Source: an optimization exercise on an open RTL-to-GDS flow (aim: small area, a short achievable clock period and few clock cycles per item). Production flows keep margins and buffers that such runs may drop. The RTL was checked by simulation tests, not by an equivalence proof against the original design.

==> flow/design.v (outline; a module is shown in full before it is edited, if it fits) <==
// module tsp_trig_rom: 36 lines
// module tsp_mul_dist: 1461 lines
// module tsp_mul: 1581 lines
// module tsp_add47: 736 lines
// module tsp_add45: 694 lines
// module tsp_add32: 397 lines
// module tsp_add33: 406 lines
// module tsp_add32s: 489 lines
// module tsp_seq: 76 lines
// module turntable_scan_point_converter_unit: 243 lines
module turntable_scan_point_converter_unit #(
	parameter int TRIG_ENTRIES = tsp_pkg::TRIG_ENTRIES_DEF,
	parameter int SAMPLE_BITS  = tsp_pkg::SAMPLE_BITS_DEF
) (
	input  logic                                clk,
	input  logic                                arst_n,
	input  logic                                s_tvalid,
	output logic                                s_tready,
	input  logic [((SAMPLE_BITS+7)/8)*8-1:0]    s_tdata,   
	input  logic                                s_tuser,   
	output logic                                m_tvalid,
	input  logic                                m_tready,
	output logic [tsp_pkg::OUT_TDATA_W-1:0]     m_tdata,
	output logic                                m_tuser,   
	input  logic                                cfg_valid,
	output logic                                cfg_ready,
	input  logic [tsp_pkg::CFG_IDX_W-1:0]       cfg_index,
	input  logic [tsp_pkg::CFG_DATA_W-1:0]      cfg_data
);
  // ...
==> flow/flow/run.sh <==
#!/bin/bash
# The standard layout (standard.sh: the standard synthesis, then ORFS from
# floorplan to finish), with two settings changed on make's command line:
#  - the timing repair's setup margin, so that repair_timing keeps working on
#    paths until they have that much slack at the design's clock period;
set -euo pipefail
MARGIN=$(sed -n 's/^SETUP_MARGIN=//p' flow/margin.txt)
bash standard.sh SETUP_SLACK_MARGIN=$MARGIN "BUFFER_PORTS_ARGS=-buffer_cell sky130_fd_sc_hd__buf_2" finish > make.log 2>&1
==> flow/flow/margin.txt <==
SETUP_MARGIN=7.4
==> flow/standard.sh <==
#!/bin/bash
# synth_recipe.tcl (not shown) runs the flow's synth.tcl, then flattens the netlist and writes it again
# the make line also repeats each setting of config.mk as NAME=value (left out here)
make -C /OpenROAD-flow-scripts/flow DESIGN_CONFIG=/design/flow/config.mk WORK_HOME=/design/flow/orfs CLKGATE_MAP_FILE= SYNTH_SCRIPT=/design/flow/synth_recipe.tcl "${@:-finish}"
==> flow/config.mk <==
export PLATFORM = sky130hd
export DESIGN_NAME = turntable_scan_point_converter_unit
export DESIGN_NICKNAME = turntable_scan_point_converter_unit
export VERILOG_FILES = /design/flow/design.v
export SDC_FILE = /design/flow/constraint.sdc
export NUM_CORES = 4
export LEC_CHECK = 0
export ABC_AREA = 1
export CAP_MARGIN = 20
export CORE_MARGIN = 2
export CORE_UTILIZATION = 55
export PLACE_DENSITY = 0.7
export SETUP_SLACK_MARGIN = 5
export SLEW_MARGIN = 20
==> flow/constraint.sdc <==
create_clock -name core_clock -period 11.0 [get_ports {clk}]
set_input_delay 2.2000 -clock core_clock [delete_from_list [all_inputs] [get_ports {clk}]]
set_output_delay 2.2000 -clock core_clock [all_outputs]
set_load 0.01 [all_outputs]
==> qor.yml, run 1 <==
sta:
  final-hold-violation-count: 0
  maxClockFrequency_mhz: 277
  setup_slack_ns: 7.39
  skew_ns: 0.0784
  fin_hold_ws_ns: 0.423
route:
  drt_wl_total_mm: 207
  wl_met1_mm: 80.2
  dr.pass1.iters: 6
  wl_met3_mm: 18.7
final_layout:
  clk_share_pct: 3.74
  multi_input_area_mm2: 0.0432
  buffers_excl_clock: 413
  multi_input_area_share_pct: 52.4
  layout.comb_gates.multi_input: 5330
  buf_share_pct: 4.56
yosys:
  synthMuxAreaShare_pct: 0.0978
  synthTopCellsByArea: "edfxtp_1, fa_1, dfrtp_1, xor2_1, inv_1"
  synthCells: 8292
setup_path:
  cp_max_fo: 16
  crit_top_cell: "fa_1"
  worstSetupStartpoint: "sd0n_q[16]$_DFFE_PN_"
outcome:
  outcome: "finished clean"
cts:
  cts_buffer_depth: 3
  cts_tree: "built"
  postCtsSetupRepairBufs: 44
die:
  die-area_mm2: 0.138
  die_w_um: 371
placed_design:
  dp.cells: 9883
global_routing:
  grt.busiest_layer: "met2"
Testbench counts, summed over its fixed seeds: cycles 12,040, items 12,000.
==> run 2, diff against run 1 <==
--- a/flow/config.mk
+++ b/flow/config.mk
@@ -11,2 +11,4 @@
 export CORE_UTILIZATION = 55
+export CTS_BUF_LIST = sky130_fd_sc_hd__clkbuf_8 sky130_fd_sc_hd__clkbuf_4
+export CTS_CLUSTER_SIZE = 24
 export PLACE_DENSITY = 0.7
==> run 2 against run 1 <==
Still clean on timing, DRC and antenna. Hold slack worse by 0.00081 ns. Synthesized cell count stayed put. Flip-flop and latch count stayed put. Worst setup slack worse by 0.040 ns. Cell count is 1.1% higher. Critical path depth is 6 lower. Wire length is 0.49% higher. Critical endpoint is now m_tvalid. Highest routed layer unchanged.
==> qor.yml, run 2 <==
yosys:
  synth_top_area_share_pct: 20.8
  synth_area_mm2: 0.0742
  synthCells: 8292  # unchanged
  synth_cell_type_count: 66
  ys_seq_elements: 831
  yosysMostFrequentCell: "inv_1"
  synth_edf_count: 514
  synth_top_area_cell: "edfxtp_1"
  synthFlopType: "edfxtp_1"
  synthTopCellsByArea: "edfxtp_1, fa_1, dfrtp_1, xor2_1, inv_1"
  synth_warnings: 4
  synthArstFlopShare_pct: 38.1
  synthTopCellsByCount: "inv_1, nand2_1, xor2_1, o22ai_1, fa_1"
  ys_seq_area_share_pct: 31.5
  avgSynthCellArea_um2: 8.95
setup_path:
  cp_max_fo: 2  # -14
  cp_data_arrival_time_ns: 1.45
  required_ns: 8.80
  path_cells: "buf_2"
  r2r_slack_ns: 7.40
  cp_slowest_stage_delay_ns: 0.40
  cp_slowest_cell: "dfrtp_1"
  r2r-end: "vc1_q[31]$_DFFE_PN_"
  cpLargestDelayFamily: "flip-flops"
  critPathBufInv: 1
  path_class: "flip-flop to primary output"
  start_kind: "flip-flop"
  timing.rr.start: "sd0n_q[16]$_DFFE_PN_"
  worstSetupEndpointType: "primary output"
  rr_worst_depth: 7
route:
  drt_wl_total_mm: 208  # +0.49%
  post-route-drc-count: 0
  via_count: 59000
  final_antenna_net_count: 0
  dr.pass1.iters: 8  # +2
  dr.first_iter.drc_count: 5816
  vias_per_cell: 5.70
  wl_per_cell_um: 20.1
global_routing:
  antenna_found_initial: 4
  overflow: 0
  grt_usage_pct: 29.6
  grt_pass1_wl_mm: 320
  use_met2_pct: 48.9
  use_met1_pct: 37.0
  grtUsageMet3_pct: 6.62
  grt_pass1_vias: 59400
  grt.busiest_layer: "met2"
  grt_max_degree: 150
outcome:
  outcome: "finished clean"
cts:
  cts-buffers-inserted: 149
  cts_buffer_depth: 3  # unchanged
  clk_pin_slew_worst_paths_ns: 0.06
  cts_hold_buf: 0
  clk_latency_ns: 0.91
  clkSinkCount: 831
  cts-root-buf: "clkbuf_8"
  cts_tree: "built"
  htreeDepth: 4
sta:
  setup_violations: 0
  slew-limit-headroom_pct: 29.8
  drv_slew: 0
  maxClockFrequency_mhz: 274  # -1.1%
  rsz0062_at_grt: "true"
  fin_crit_sh_pct: 33.2
  period_minus_slack_ns: 3.65
  final-hold-violation-count: 0  # unchanged
  fin_hold_ws_ns: 0.422  # -0.000806 ns
  worst_slew_pin_slew_ns: 1.05
  skew_ns: 0.0562  # -0.0222 ns
final_layout:
  final_cell_mix: "inv_1, nand2_1, xor2_1"
  final_common_cell: "inv_1"
  area_growth_pct: 11.1
  nNetsFinal: 9604
  final_cells: 10300
  finish.utilization_pct: 61.7
  drive_above_1_share_pct: 10.7
die:
  dieHeight_um: 371
  die-area_mm2: 0.138  # unchanged
  coreArea_mm2: 0.134
  core.rowCount: 134
  die_w_um: 371  # unchanged
  io-pin-count: 165
  start_util_pct: 55.5
hold_path:
  min_to: "vc1_q[0]$_DFFE_PN_"
  hold_class: "flip-flop to flip-flop"
  whs_path_depth: 0
  holdCritStartpoint: "co_q[0]$_DFF_PN0_"
placed_design:
  dp.cells: 9883  # unchanged
  dp_hpwl_mm: 141
  io_buffer_count: 152
  place_congestion: 0.917
job:
  maxCapViolCount: 0
-- run 2: cell count changes in the layout (fill, tap and decap cells not counted), sizes merged --
cell / change
inv: +13
buf: +5
clkinvlp: -3
clkinv: +28
diode: +1
clkbuf: +70
bufinv: +1
-- run 2: final cells by class --
class                      instances  area (um^2)
antenna                            7         17.5
clock buffer                     192         2440
clock inverter                    85          684
fill                           11200        51200
inverter                        1700         6650
multi-input combinational       5330        43200
sequential                       831        23400
tap                             1768         2210
timing repair buffer             422         3850
timing repair inverter             9         62.6
-- run 2: metrics by stage --
stage | area, um^2 | worst slack [ns] | setup TNS (ns)
detailed placement | 76300 | 5.88 | 0
floorplan | 74300 | -0.416 | -5.40
CTS | 80300 | 7.28 | 0
global placement | 76300 | 5.93 | 0
finish | 82500 | 7.35 | 0
global route | 82500 | 7.28 | 0
-- run 2: worst max-delay path by stage --
stage / cells past startpoint / end / slack [ns] / startpoint
after floorplan: 3 / sk_cmd_q$_DFFE_PP_ / -0.42 / m_tready
after global placement: 6 / yc3_q[34]$_DFFE_PN_ / 5.93 / m_tready
after detailed placement: 6 / yc3_q[34]$_DFFE_PN_ / 5.88 / m_tready
after CTS: 1 / m_tdata[86] / 7.28 / z_out_q[22]$_SDFFCE_PN0N_
after global routing: 1 / m_tvalid / 7.28 / m_tvalid_q$_DFFE_PN0N_
final: 1 / m_tvalid / 7.35 / m_tvalid_q$_DFFE_PN0N_
-- run 2: layer usage --
| metal | vias to the layer above | wire [um] |
|---|---|---|
| met4 | 2 | 11100 |
| met1 | 28300 | 80400 |
| li1 | 27000 | - |
| met2 | 2946 | 97100 |
| met5 | - | 13 |
| met3 | 737 | 19100 |
-- run 2: cells by family after synthesis --
family / count (synthesis) / synth area share (%)
compound gates: 1405 / 11.1
simple gates: 1938 / 10.9
buf+inv: 2140 / 11.0
mux: 7 / 0.0978
other cells: 2 / 0.0101
fa+ha+maj: 1104 / 25.2
flops: 831 / 31.5
xor+xnor: 865 / 10.2
-- run 2: repair_timing --
action,in CTS,in global routing
buffers inserted,52,100
cloned,6,19
gates resized for setup,120,222
setup endpoints to repair,529,551
pin swaps,10,24

## what the ideal ports hide
No port has a modelled driver above. Below, the same layouts with a new extraction and two added sets of constraints. Step 1, drivers: a clkbuf_16 drives clk and a buf_2 each remaining input, both assumed. Step 2 adds t to the input delays and takes it off the output delays; t is the mean of the earliest and latest rising clock arrival at the registers after step 1. Input paths then give back, and output paths get back, about the clock's delay inside the block. a / b / c = ideal ports / drivers / drivers and shift; a / b = the first two.
run | t, ns | setup slack, ns | clock arrival spread, ns
run 1 | 0.797 | 7.391 / 7.391 / 6.760 | 0.080 / 0.080
run 2 | 0.960 | 7.351 / 7.276 / 6.591 | 0.069 / 0.070
After both steps every run listed still meets setup and hold. The setup slack of run 2, which loses most, moves by -0.075 ns with the drivers and by -0.760 ns with both steps.
